Source: an optimization exercise on an open RTL-to-GDS flow (aim: small area and a short achievable clock period). Production flows keep margins and buffers that such runs may drop. The RTL was checked by simulation tests, not by an equivalence proof against the original design.

==> inputs of sierra <==
==> flow/design.v <==
package wifire_pkg;
  localparam logic [8:0] WF_W_LEN     = 9'd0;
  localparam logic [8:0] WF_W_FCTRL   = 9'd1;
  localparam logic [8:0] WF_W_SEQNO   = 9'd2;
  localparam logic [8:0] WF_W_DST_PAN = 9'd3;
  localparam logic [8:0] WF_W_DST_HI  = 9'd4;
  localparam logic [8:0] WF_W_DST_LO  = 9'd5;
  localparam logic [8:0] WF_W_SRC_PAN = 9'd6;
  localparam logic [8:0] WF_W_SRC_HI  = 9'd7;
  localparam logic [8:0] WF_W_SRC_LO  = 9'd8;
  localparam logic [8:0] WF_W_SFD_HI  = 9'd9;
  localparam logic [8:0] WF_W_SFD_LO  = 9'd10;
  localparam logic [8:0] WF_W_NBYTES  = 9'd11;
  localparam logic [8:0] WF_W_TIME_HI = 9'd12;
  localparam logic [8:0] WF_W_TIME_LO = 9'd13;
  localparam logic [8:0] WF_W_STATUS  = 9'd14;
  localparam int WF_S_CTRL    = 0;
  localparam int WF_S_POP     = 1;
  localparam int WF_S_OVF_CLR = 2;
  localparam int WF_S_TIME_HI = 3;
  localparam int WF_S_TIME_LO = 4;
  typedef logic [1:0] wf_state_t;
  localparam wf_state_t ST_IDLE     = 2'd0;
  localparam wf_state_t ST_WAIT_HDR = 2'd1;
  localparam wf_state_t ST_CAPTURE  = 2'd2;
  localparam wf_state_t ST_DROP     = 2'd3;
  typedef struct packed {
    logic [6:0]  len;
    logic [15:0] frame_ctrl;
    logic [7:0]  seqno;
    logic [15:0] dst_pan;
    logic [63:0] dst_addr;
    logic [15:0] src_pan;
    logic [63:0] src_addr;
    logic [63:0] sfd_tics;
    logic [15:0] nbytes;
    logic        trunc;
  } wf_hdr_t;
  localparam int WF_HDR_W = 7 + 16 + 8 + 16 + 64 + 16 + 64 + 64 + 16 + 1;
endpackage
module wifire_msdu_ram #(
  parameter int NSLOTS     = 4,
  parameter int MSDU_DEPTH = 128,
  parameter int TW         = $clog2(NSLOTS * MSDU_DEPTH)
) (
  input  logic                    dsp_clk,
  input  logic                    we_i,
  input  logic [TW-1:0]           waddr_i,
  input  logic [7:0]              wdata_i,
  input  logic [NSLOTS-1:0]       ssel_i,
  input  logic                    rd_i,
  input  logic [$clog2(MSDU_DEPTH/4)-1:0] raddr_i,
  output logic [31:0]             rdata_o
);
  localparam int ROWS = NSLOTS * MSDU_DEPTH / 4;
  localparam int WPS  = MSDU_DEPTH / 4;
  localparam int WW   = $clog2(WPS);
  logic               we_q;
  logic [TW-1:0]      wa_q;
  logic [7:0]         wd_q;
  logic [ROWS*32-1:0] mem_q;
  logic [WPS*32-1:0]  slot_w;
  logic [31:0]        word;
  logic               fwd_a;      
  always_ff @(posedge dsp_clk) begin
    we_q <= we_i;
    wa_q <= waddr_i;
    wd_q <= wdata_i;
  end
  for (genvar r = 0; r < ROWS; r++) begin : g_row
    for (genvar b = 0; b < 4; b++) begin : g_lane
      always_ff @(posedge dsp_clk) begin
        if (we_q && wa_q == TW'(r * 4 + b)) mem_q[32*r + 8*b +: 8] <= wd_q;
      end
    end
  end
  always_comb begin
    slot_w = '0;
    for (int s = 0; s < NSLOTS; s++)
      slot_w = slot_w | ({(WPS*32){ssel_i[s]}} & mem_q[WPS*32*s +: WPS*32]);
    word   = slot_w[32*raddr_i +: 32];
    fwd_a  = we_q && ssel_i[wa_q[TW-1:WW+2]] && wa_q[WW+1:2] == raddr_i;
    for (int b = 0; b < 4; b++)
      rdata_o[8*b +: 8] = !rd_i ? 8'd0 : (fwd_a && wa_q[1:0] == 2'(b)) ? wd_q : word[8*b +: 8];
  end
endmodule
module wifire_rx_queue #(
  parameter int BASE       = 0,
  parameter int NSLOTS     = 4,
  parameter int MSDU_DEPTH = 128
) (
  input  logic        dsp_clk,
  input  logic        reset,
  input  logic        set_stb,
  input  logic [7:0]  set_addr,
  input  logic [31:0] set_data,
  input  logic        sfd_i,
  input  logic        hdr_valid_i,
  input  logic        msdu_valid_i,
  input  logic [6:0]  len_i,
  input  logic [15:0] frame_ctrl_i,
  input  logic [7:0]  seqno_i,
  input  logic [15:0] dst_pan_i,
  input  logic [15:0] src_pan_i,
  input  logic [63:0] dst_addr_i,
  input  logic [63:0] src_addr_i,
  input  logic [7:0]  msdu_i,
  input  logic [7:0]  msdu_pos_i,
  input  logic        msdu_stb_i,
  input  logic        wb_stb_i,
  input  logic        wb_we_i,
  input  logic [15:0] wb_adr_i,
  output logic [31:0] wb_dat_o,
  output logic        wb_ack_o,
  output logic        irq_o,
  output logic        irq_ovf_o
);
  localparam int PW = $clog2(NSLOTS);
  localparam int CW = $clog2(NSLOTS) + 1;
  localparam int AW = $clog2(MSDU_DEPTH);
  localparam int TW = PW + AW;
  localparam int NW = $clog2(MSDU_DEPTH + 1);    
  localparam int FW = 7 + 16 + 8 + 16 + 64 + 16 + 64 + 64;   
  localparam logic [7:0] A_CTRL = 8'(BASE + wifire_pkg::WF_S_CTRL);
  localparam logic [7:0] A_POP  = 8'(BASE + wifire_pkg::WF_S_POP);
  localparam logic [7:0] A_OVF  = 8'(BASE + wifire_pkg::WF_S_OVF_CLR);
  localparam logic [7:0] A_THI  = 8'(BASE + wifire_pkg::WF_S_TIME_HI);
  localparam logic [7:0] A_TLO  = 8'(BASE + wifire_pkg::WF_S_TIME_LO);
  wifire_pkg::wf_state_t state_q, state_d;
  logic          enable_q, enable_d, filter_en_q, filter_en_d;
  logic [15:0]   my_pan_q, my_pan_d, ovf_cnt_q, ovf_cnt_d;
  logic [NW-1:0] nbytes_q, nbytes_d;
  logic [63:0]   time_q, time_d, sfd_tics_q;
  logic          hdr_valid_q, msdu_valid_q, irq_ovf_q, irq_ovf_d, trunc_q, trunc_d;
  logic [PW-1:0] wr_ptr_q, wr_ptr_d, rd_ptr_q, rd_ptr_d;
  logic [CW-1:0] count_q, count_d;
  logic          ack_q, ack_o_q, irq_q;   
  logic [31:0]   dat_q, dat_d, hdr_word, ram_rdata;
  logic [NSLOTS-1:0][FW-1:0]   fld_q;    
  logic [NSLOTS-1:0][NW:0]     cnt_q;    
  logic [FW-1:0]   head_f;
  logic [NW:0]     head_c;
  logic            rd_go;
  logic [15:0]     wsel;
  logic [NSLOTS-1:0] rd_oh;
  logic            mrd;
  logic        hdr_rise, msdu_fall, full, empty, pop, commit, ovf_inc, ram_we, st_wait, st_cap;
  logic [NW-1:0] pos1;
  logic [8:0]  wb_word;
  logic [TW-1:0] waddr;
  assign hdr_rise  = hdr_valid_i & ~hdr_valid_q;
  assign msdu_fall = msdu_valid_q & ~msdu_valid_i;
  assign full      = count_q[CW-1];
  assign empty     = count_q == '0;
  assign pop       = set_stb && set_addr == A_POP && !empty;
  assign pos1      = NW'(msdu_pos_i[AW-1:0]) + NW'(1);
  assign waddr     = {wr_ptr_q, msdu_pos_i[AW-1:0]};
  assign wb_word   = wb_adr_i[10:2];
  assign st_wait   = state_q == wifire_pkg::ST_WAIT_HDR;
  assign st_cap    = state_q == wifire_pkg::ST_CAPTURE;
  always_comb begin
    state_d     = state_q;
    enable_d    = enable_q;
    filter_en_d = filter_en_q;
    my_pan_d    = my_pan_q;
    time_d      = time_q + 64'd1;
    if (set_stb && set_addr == A_THI) time_d[63:32] = set_data;
    if (set_stb && set_addr == A_TLO) time_d[31:0] = set_data;
    irq_ovf_d   = 1'b0;
    trunc_d     = trunc_q;
    nbytes_d    = nbytes_q;
    commit      = 1'b0;
    ovf_inc     = 1'b0;
    ram_we      = 1'b0;
    if (set_stb && set_addr == A_CTRL) begin
      enable_d    = set_data[0];
      filter_en_d = set_data[1];
      my_pan_d    = set_data[31:16];
    end
    if (!enable_q) state_d = wifire_pkg::ST_IDLE;
    else if (sfd_i) state_d = wifire_pkg::ST_WAIT_HDR;
    else begin
      case (state_q)
        wifire_pkg::ST_WAIT_HDR: if (hdr_rise) begin
          if (full || (filter_en_q && dst_pan_i != my_pan_q && dst_pan_i != 16'hFFFF)) begin
            state_d   = wifire_pkg::ST_DROP;
            irq_ovf_d = 1'b1;
            ovf_inc   = full;
          end else begin
            state_d  = wifire_pkg::ST_CAPTURE;
            trunc_d  = 1'b0;
            nbytes_d = '0;
          end
        end
        wifire_pkg::ST_CAPTURE: begin
          if (msdu_stb_i) begin
            if (!msdu_pos_i[7]) begin
              ram_we = 1'b1;
              if (pos1 > nbytes_q) nbytes_d = pos1;
            end else trunc_d = 1'b1;
          end
          if (msdu_fall) begin
            commit  = 1'b1;
            state_d = wifire_pkg::ST_IDLE;
          end
        end
        wifire_pkg::ST_DROP: if (msdu_fall) state_d = wifire_pkg::ST_IDLE;
        default: ;
      endcase
    end
    wr_ptr_d = wr_ptr_q + PW'(commit);
    rd_ptr_d = rd_ptr_q + PW'(pop);
    count_d  = count_q + CW'(commit) - CW'(pop);
    if (set_stb && set_addr == A_OVF) ovf_cnt_d = '0;
    else if (ovf_inc && ovf_cnt_q != 16'hFFFF) ovf_cnt_d = ovf_cnt_q + 16'd1;
    else ovf_cnt_d = ovf_cnt_q;
  end
  for (genvar i = 0; i < NSLOTS; i++) begin : g_slot
    always_ff @(posedge dsp_clk) begin
      if (st_wait && !hdr_valid_q && !full && wr_ptr_q == PW'(i))
        fld_q[i] <= {len_i, frame_ctrl_i, seqno_i, dst_pan_i, dst_addr_i, src_pan_i, src_addr_i,
                     sfd_tics_q};
      if (st_cap && wr_ptr_q == PW'(i))
        cnt_q[i] <= {nbytes_d, trunc_d};
    end
  end
  always_comb begin
    rd_go = wb_stb_i & ~ack_q & ~wb_we_i;
    for (int w = 0; w < 16; w++) wsel[w] = rd_go && !wb_adr_i[11] && wb_word == 9'(w);
    for (int s = 0; s < NSLOTS; s++) rd_oh[s] = rd_ptr_q == PW'(s);
    mrd = rd_go && wb_adr_i[11];
    head_f = '0;
    head_c = '0;
    for (int s = 0; s < NSLOTS; s++) begin
      head_f = head_f | ({FW{rd_oh[s]}} & fld_q[s]);
      head_c = head_c | ({(NW+1){rd_oh[s]}} & cnt_q[s]);
    end
    hdr_word = '0;
    if (!empty) begin
      hdr_word = hdr_word | ({32{wsel[wifire_pkg::WF_W_LEN]}}     & 32'(head_f[FW-1 -: 7]));
      hdr_word = hdr_word | ({32{wsel[wifire_pkg::WF_W_FCTRL]}}   & 32'(head_f[FW-8 -: 16]));
      hdr_word = hdr_word | ({32{wsel[wifire_pkg::WF_W_SEQNO]}}   & 32'(head_f[FW-24 -: 8]));
      hdr_word = hdr_word | ({32{wsel[wifire_pkg::WF_W_DST_PAN]}} & 32'(head_f[FW-32 -: 16]));
      hdr_word = hdr_word | ({32{wsel[wifire_pkg::WF_W_DST_HI]}}  & head_f[FW-48 -: 32]);
      hdr_word = hdr_word | ({32{wsel[wifire_pkg::WF_W_DST_LO]}}  & head_f[FW-80 -: 32]);
      hdr_word = hdr_word | ({32{wsel[wifire_pkg::WF_W_SRC_PAN]}} & 32'(head_f[FW-112 -: 16]));
      hdr_word = hdr_word | ({32{wsel[wifire_pkg::WF_W_SRC_HI]}}  & head_f[FW-128 -: 32]);
      hdr_word = hdr_word | ({32{wsel[wifire_pkg::WF_W_SRC_LO]}}  & head_f[FW-160 -: 32]);
      hdr_word = hdr_word | ({32{wsel[wifire_pkg::WF_W_SFD_HI]}}  & head_f[63:32]);
      hdr_word = hdr_word | ({32{wsel[wifire_pkg::WF_W_SFD_LO]}}  & head_f[31:0]);
      hdr_word = hdr_word | ({32{wsel[wifire_pkg::WF_W_NBYTES]}}  &
                             {15'b0, head_c[0], 16'(head_c[NW:1])});
    end
    hdr_word = hdr_word | ({32{wsel[wifire_pkg::WF_W_TIME_HI]}} & time_q[63:32]);
    hdr_word = hdr_word | ({32{wsel[wifire_pkg::WF_W_TIME_LO]}} & time_q[31:0]);
    hdr_word = hdr_word | ({32{wsel[wifire_pkg::WF_W_STATUS]}}  &
                           {ovf_cnt_q, 3'b0, 5'(count_q), 6'b0, full, empty});
    dat_d = hdr_word | ram_rdata;
  end
  always_ff @(posedge dsp_clk) begin
    if (sfd_i) sfd_tics_q <= time_q;
    filter_en_q  <= filter_en_d;
    my_pan_q     <= my_pan_d;
    hdr_valid_q  <= hdr_valid_i;
    msdu_valid_q <= msdu_valid_i;
    trunc_q      <= trunc_d;
    nbytes_q     <= nbytes_d;
    if (reset) begin
      state_q      <= wifire_pkg::ST_IDLE;
      enable_q     <= 1'b0;
      time_q       <= '0;
      irq_ovf_q    <= 1'b0;
      wr_ptr_q     <= '0;
      rd_ptr_q     <= '0;
      count_q      <= '0;
      ovf_cnt_q    <= '0;
      ack_q        <= 1'b0;
      irq_q        <= 1'b0;
      ack_o_q      <= 1'b0;
      dat_q        <= '0;
    end else begin
      state_q      <= state_d;
      enable_q     <= enable_d;
      time_q       <= time_d;
      irq_ovf_q    <= irq_ovf_d;
      wr_ptr_q     <= wr_ptr_d;
      rd_ptr_q     <= rd_ptr_d;
      count_q      <= count_d;
      ovf_cnt_q    <= ovf_cnt_d;
      ack_q        <= wb_stb_i & ~ack_q;
      irq_q        <= count_d != '0;
      ack_o_q      <= wb_stb_i & ~ack_o_q;
      dat_q        <= dat_d;
    end
  end
  wifire_msdu_ram #(.NSLOTS(NSLOTS), .MSDU_DEPTH(MSDU_DEPTH), .TW(TW)) u_ram (
    .dsp_clk (dsp_clk),
    .we_i    (ram_we),
    .waddr_i (waddr),
    .wdata_i (msdu_i),
    .ssel_i  (rd_oh),
    .rd_i    (mrd),
    .raddr_i (wb_adr_i[AW-1:2]),
    .rdata_o (ram_rdata)
  );
  assign wb_dat_o  = dat_q;
  assign wb_ack_o  = ack_o_q;
  assign irq_o     = irq_q;
  assign irq_ovf_o = irq_ovf_q;
endmodule
==> flow/run.sh <==
#!/bin/bash
# synth_recipe.tcl (not shown) runs the flow's synth.tcl, then flattens the netlist and writes it again
# the make line also repeats each setting of config.mk as NAME=value (left out here)
make -C /OpenROAD-flow-scripts/flow DESIGN_CONFIG=/design/flow/config.mk WORK_HOME=/design/flow/orfs CLKGATE_MAP_FILE= SYNTH_SCRIPT=/design/flow/synth_recipe.tcl finish
==> flow/config.mk <==
export PLATFORM = sky130hd
export DESIGN_NAME = wifire_rx_queue
export DESIGN_NICKNAME = wifire_rx_queue
export VERILOG_FILES = /design/flow/design.v
export SDC_FILE = /design/flow/constraint.sdc
export NUM_CORES = 4
export LEC_CHECK = 0
export CAP_MARGIN = 45
export CORE_MARGIN = 2
export CORE_UTILIZATION = 50
export CTS_CLUSTER_DIAMETER = 100
export CTS_CLUSTER_SIZE = 20
export SETUP_SLACK_MARGIN = 3.8
export SLEW_MARGIN = 45
export TNS_END_PERCENT = 10
==> flow/constraint.sdc <==
create_clock -name core_clock -period 7.0 [get_ports {dsp_clk}]
set_input_delay 1.4000 -clock core_clock [delete_from_list [all_inputs] [get_ports {dsp_clk}]]
set_output_delay 1.4000 -clock core_clock [all_outputs]
set_load 0.01 [all_outputs]
==> violet: changes against sierra <==
--- a/flow/design.v
+++ b/flow/design.v
@@ -49,27 +49,15 @@
   input  logic [7:0]              wdata_i,
   input  logic [NSLOTS-1:0]       ssel_i,
-  input  logic                    rd_i,
-  input  logic [$clog2(MSDU_DEPTH/4)-1:0] raddr_i,
+  input  logic [MSDU_DEPTH/4-1:0] wsel_i,
   output logic [31:0]             rdata_o
 );
   localparam int ROWS = NSLOTS * MSDU_DEPTH / 4;
   localparam int WPS  = MSDU_DEPTH / 4;
-  localparam int WW   = $clog2(WPS);
-  logic               we_q;
-  logic [TW-1:0]      wa_q;
-  logic [7:0]         wd_q;
   logic [ROWS*32-1:0] mem_q;
   logic [WPS*32-1:0]  slot_w;
-  logic [31:0]        word;
-  logic               fwd_a;      
-  always_ff @(posedge dsp_clk) begin
-    we_q <= we_i;
-    wa_q <= waddr_i;
-    wd_q <= wdata_i;
-  end
   for (genvar r = 0; r < ROWS; r++) begin : g_row
     for (genvar b = 0; b < 4; b++) begin : g_lane
       always_ff @(posedge dsp_clk) begin
-        if (we_q && wa_q == TW'(r * 4 + b)) mem_q[32*r + 8*b +: 8] <= wd_q;
+        if (we_i && waddr_i == TW'(r * 4 + b)) mem_q[32*r + 8*b +: 8] <= wdata_i;
       end
     end
@@ -79,8 +67,6 @@
     for (int s = 0; s < NSLOTS; s++)
       slot_w = slot_w | ({(WPS*32){ssel_i[s]}} & mem_q[WPS*32*s +: WPS*32]);
-    word   = slot_w[32*raddr_i +: 32];
-    fwd_a  = we_q && ssel_i[wa_q[TW-1:WW+2]] && wa_q[WW+1:2] == raddr_i;
-    for (int b = 0; b < 4; b++)
-      rdata_o[8*b +: 8] = !rd_i ? 8'd0 : (fwd_a && wa_q[1:0] == 2'(b)) ? wd_q : word[8*b +: 8];
+    rdata_o = '0;
+    for (int k = 0; k < WPS; k++) rdata_o = rdata_o | ({32{wsel_i[k]}} & slot_w[32*k +: 32]);
   end
 endmodule
@@ -144,5 +130,5 @@
   logic [15:0]     wsel;
   logic [NSLOTS-1:0] rd_oh;
-  logic            mrd;
+  logic [MSDU_DEPTH/4-1:0] msel;
   logic        hdr_rise, msdu_fall, full, empty, pop, commit, ovf_inc, ram_we, st_wait, st_cap;
   logic [NW-1:0] pos1;
@@ -229,5 +215,6 @@
     for (int w = 0; w < 16; w++) wsel[w] = rd_go && !wb_adr_i[11] && wb_word == 9'(w);
     for (int s = 0; s < NSLOTS; s++) rd_oh[s] = rd_ptr_q == PW'(s);
-    mrd = rd_go && wb_adr_i[11];
+    for (int k = 0; k < MSDU_DEPTH/4; k++)
+      msel[k] = rd_go && wb_adr_i[11] && wb_adr_i[AW-1:2] == (AW-2)'(k);
     head_f = '0;
     head_c = '0;
@@ -300,6 +287,5 @@
     .wdata_i (msdu_i),
     .ssel_i  (rd_oh),
-    .rd_i    (mrd),
-    .raddr_i (wb_adr_i[AW-1:2]),
+    .wsel_i  (msel),
     .rdata_o (ram_rdata)
   );
--- a/flow/config.mk
+++ b/flow/config.mk
@@ -6,10 +6,8 @@
 export NUM_CORES = 4
 export LEC_CHECK = 0
-export CAP_MARGIN = 45
+export CAP_MARGIN = 20
 export CORE_MARGIN = 2
 export CORE_UTILIZATION = 50
-export CTS_CLUSTER_DIAMETER = 100
-export CTS_CLUSTER_SIZE = 20
 export SETUP_SLACK_MARGIN = 3.8
-export SLEW_MARGIN = 45
+export SLEW_MARGIN = 20
 export TNS_END_PERCENT = 10
==> impl_metrics.tcl <==
set metrics [dict create \
    status "timing/DRC/antenna clean" \
    relSlewSlack_pct 43.2 \
    avgSynthCellArea_um2 21.0 \
    post_cts_buffers 165 \
    worst_pin_slew_ns 0.847 \
    hold_ws_ns 0.461 \
    insertedDiodeCount 25 \
    synth_seq_cells 5388 \
    dp_cells 15400 \
    multi_input_area_share_pct 20.3 \
    max-vdd-ir-drop_v 0.000201 \
    worstSetupStartpoint "wb_adr_i[6]" \
]
-- figures above: sierra

==> impl_metrics.tcl <==
set metrics [dict create \
    status "complete, but fails checks" \
    so_faults "max-capacitance violations, max-slew violations" \
    post_cts_buffers 161 \
    max-vdd-ir-drop_v 0.000195 \
    dp_cells 15000 \
    multi_input_area_share_pct 18.9 \
    maxCapViolCount 1 \
    insertedDiodeCount 52 \
    worstSetupStartpoint "dat_q[10]$_SDFF_PP0_" \
    hold_ws_ns 0.441 \
    avgSynthCellArea_um2 21.6 \
    final_max_slew_viol_count 33 \
]
-- figures above: violet

[re-timing with driven ports]
Ports are ideal in the flow. The routed layouts listed here were re-timed in OpenROAD. Step 1: set_driving_cell puts a clkbuf_16 on dsp_clk and a buf_2 on each other input, an assumption about the parent block. Step 2 also shifts input and output timing later by t, the mid clock arrival at the registers, as if the neighbouring blocks saw the same clock. Slacks: no drivers / after step 1 / after step 2; pairs: no drivers / after step 1.
run	shift t [ns]	setup WS [ns]	worst hold slack (ns)	worst setup path after step 2	worst data-port slew with drivers (ns)
sierra	1.068	3.357 / 3.370 / 2.332	0.461 / 0.461 / 0.461	input to register	0.21
violet	1.168	3.396 / 3.227 / 2.059	0.441 / 0.441 / 0.441	input to register	0.31
For violet, which loses most, drivers alone change the setup slack by -0.169 ns; drivers and shift together by -1.337 ns.
